This is an optimization exercise on Yosys and OpenROAD, whose aim is small area, a short achievable clock period and few clock cycles per item, not a production implementation. The RTL was checked by simulation tests, not by an equivalence proof against the original design. Power figures rest on the tool's default switching activity, not on a simulated workload.

// audio_to_direct_recording_bits
module audio_to_direct_recording_bits (
  input  logic        clk_i,
  input  logic        rst_ni,
  input  logic        psel,
  input  logic        penable,
  input  logic        pwrite,
  input  logic [3:0]  paddr,
  input  logic [31:0] pwdata,
  output logic [31:0] prdata,
  output logic        pready,
  input  logic        in_valid_i,
  output logic        in_ready_o,
  input  logic [7:0]  sample_value_i,
  input  logic        is_last_i,
  output logic        out_valid_o,
  input  logic        out_ready_i,
  output logic [7:0]  packed_byte_o,
  output logic [3:0]  valid_bits_o,
  output logic        final_byte_o,
  output logic [23:0] total_bytes_o,
  output logic        run_clipped_o
);
For scale: roughly 1600 cells after synthesis, ~240 flip-flops, ~130 I/O pins, about 0.016 sq mm of cells after synthesis.
Settings: LEC_CHECK=0, CAP_MARGIN=20, CORE_MARGIN=2, CORE_UTILIZATION=45, CTS_CLUSTER_DIAMETER=80, CTS_CLUSTER_SIZE=40, SETUP_SLACK_MARGIN=4.6, SLEW_MARGIN=20; clock period 9.0 ns.
standard.sh (not shown) runs the stock make flow with config.mk's settings and CLKGATE_MAP_FILE= SYNTH_SCRIPT=/design/flow/synth_recipe.tcl, a recipe that flattens the netlist after the stock synthesis.
==> flow/flow/run.sh <==
#!/bin/bash
# The standard layout, with plain buffers (not delay buffers) on the ports
# and no dummy clock loads.
set -euo pipefail
export BUFFER_PORTS_ARGS="-buffer_cell sky130_fd_sc_hd__buf_1"
export CTS_ARGS="-sink_clustering_enable -repair_clock_nets -sink_clustering_size 40 -sink_clustering_max_diameter 80 -dont_use_dummy_load"
bash standard.sh > standard.log 2>&1
Testbench counts at the start, summed over its fixed seeds: cycles 20,164, samples 19,200.
Then changed:
==> flow/run.sh (new file) <==
#!/bin/bash
# synth_recipe.tcl (not shown) runs the flow's synth.tcl, then flattens the netlist and writes it again
# the make line also repeats each setting of config.mk as NAME=value (left out here)
make -C /OpenROAD-flow-scripts/flow DESIGN_CONFIG=/design/flow/config.mk WORK_HOME=/design/flow/orfs CLKGATE_MAP_FILE= SYNTH_SCRIPT=/design/flow/synth_recipe.tcl finish
removed: flow/flow/run.sh
removed: flow/standard.sh
Power went up by about 2%.
Final area went up by about 4%.
Wire length went up by 1.1%.
Global-route usage went up by 0.23 points.
Register-to-register slack improved by 0.06 ns.
Count of clock-buffer cells in the layout is unchanged.
Non-clock buffer count went up by 8.
Via count went up by about 0.9%.
Sequential power hardly moves.
Clock power went up by about 15%.
Worst setup slack got worse by 0.10 ns.

* * *

== the previous run ==
audio_to_direct_recording_bits, a different RTL version from the one above (not shown whole).
Size: about 1600 cells after synthesis, ~240 flip-flops, about 130 I/O pins, roughly 15000 sq um of cells after synthesis.
==> flow/design.v (excerpt) <==
module audio_to_direct_recording_bits (
  input  logic        clk_i,
  input  logic        rst_ni,
  input  logic        psel,
  input  logic        penable,
  input  logic        pwrite,
  input  logic [3:0]  paddr,
  input  logic [31:0] pwdata,
  output logic [31:0] prdata,
  output logic        pready,
  input  logic        in_valid_i,
  output logic        in_ready_o,
  input  logic [7:0]  sample_value_i,
  input  logic        is_last_i,
  output logic        out_valid_o,
  input  logic        out_ready_i,
  output logic [7:0]  packed_byte_o,
  output logic [3:0]  valid_bits_o,
  output logic        final_byte_o,
  output logic [23:0] total_bytes_o,
  output logic        run_clipped_o
);
make LEC_CHECK=0 CAP_MARGIN=20 CORE_MARGIN=2 CORE_UTILIZATION=45 CTS_BUF_LIST='sky130_fd_sc_hd__clkbuf_4 sky130_fd_sc_hd__clkbuf_8' CTS_CLUSTER_SIZE=30 SETUP_SLACK_MARGIN=4.6 SLEW_MARGIN=20 finish   # period 9.0 ns
run.sh (not shown) runs the stock make flow with config.mk's settings and CLKGATE_MAP_FILE= SYNTH_SCRIPT=/design/flow/synth_recipe.tcl, a recipe that flattens the netlist after the stock synthesis.
Stock flow here: none of the scripts above is used.
Testbench counts of the previous run, summed over its fixed seeds: cycles 20,556, samples 19,200.
Edits applied to the flow inputs when going from the previous run to the current run:
diff --git a/flow/config.mk b/flow/config.mk
--- a/flow/config.mk
+++ b/flow/config.mk
@@ -11,3 +11 @@
-export CTS_BUF_LIST = sky130_fd_sc_hd__clkbuf_4 sky130_fd_sc_hd__clkbuf_8
-export CTS_CLUSTER_SIZE = 30
-export SETUP_SLACK_MARGIN = 4.6
+export SETUP_SLACK_MARGIN = 5
Notes after the runs:
- Across the current run and the previous run, none had a timing, DRC or antenna violation.
- Comparing total met2 wirelength after detailed routing for the current run and the previous run, the smaller number came from the previous run.
- Compared with the previous run, the current run shows total chip power higher by 0.72%.
- The current run reports a higher area of combinational cells with multiple inputs than the previous run does.
- The current run vs. the previous run: utilization stayed essentially flat; worst setup slack after layout fell by 0.070 ns; clock insertion delay at the later pin of the skew report stayed essentially flat; via-per-instance ratio rose by 0.37%; maximum frequency fell by 3.5 MHz.
- Compare the current run and the previous run | layout cell share with drive strength beyond 1 higher: the previous run

## what the ideal ports hide
In the flow no input, the clock included, has a driving cell. The finished layouts below were timed again as built, in two steps. Step 1, drivers: a clkbuf_16 drives clk_i and a buf_2 each remaining input, both assumed. Step 2 times the ports against the registers' clock, not the clock port: input delays grow and output delays shrink by t, the midpoint of the rising clock arrivals with the driver on. a / b / c = ideal ports / drivers / drivers and shift; a / b = the first two.
run | shift t [ns] | setup WS [ns] | hold WS [ns] | clock arrival spread, ns | worst slew at a driven data input, ns
the first run of note 1 | 0.552 | 4.528 / 4.460 / 4.460 | 0.432 / 0.432 / 0.432 | 0.044 / 0.044 | 0.07
the second run of note 1 | 0.553 | 4.426 / 4.377 / 4.377 | 0.433 / 0.433 / 0.433 | 0.023 / 0.023 | 0.06
the previous run | 0.596 | 4.566 / 4.502 / 4.502 | 0.428 / 0.428 / 0.428 | 0.027 / 0.026 | 0.06
the current run | 0.594 | 4.496 / 4.457 / 4.457 | 0.422 / 0.422 / 0.422 | 0.021 / 0.020 | 0.10
After both steps every run listed still meets setup and hold. The setup slack of the first run of note 1, which loses most, moves by -0.068 ns with the drivers and by -0.068 ns with both steps.
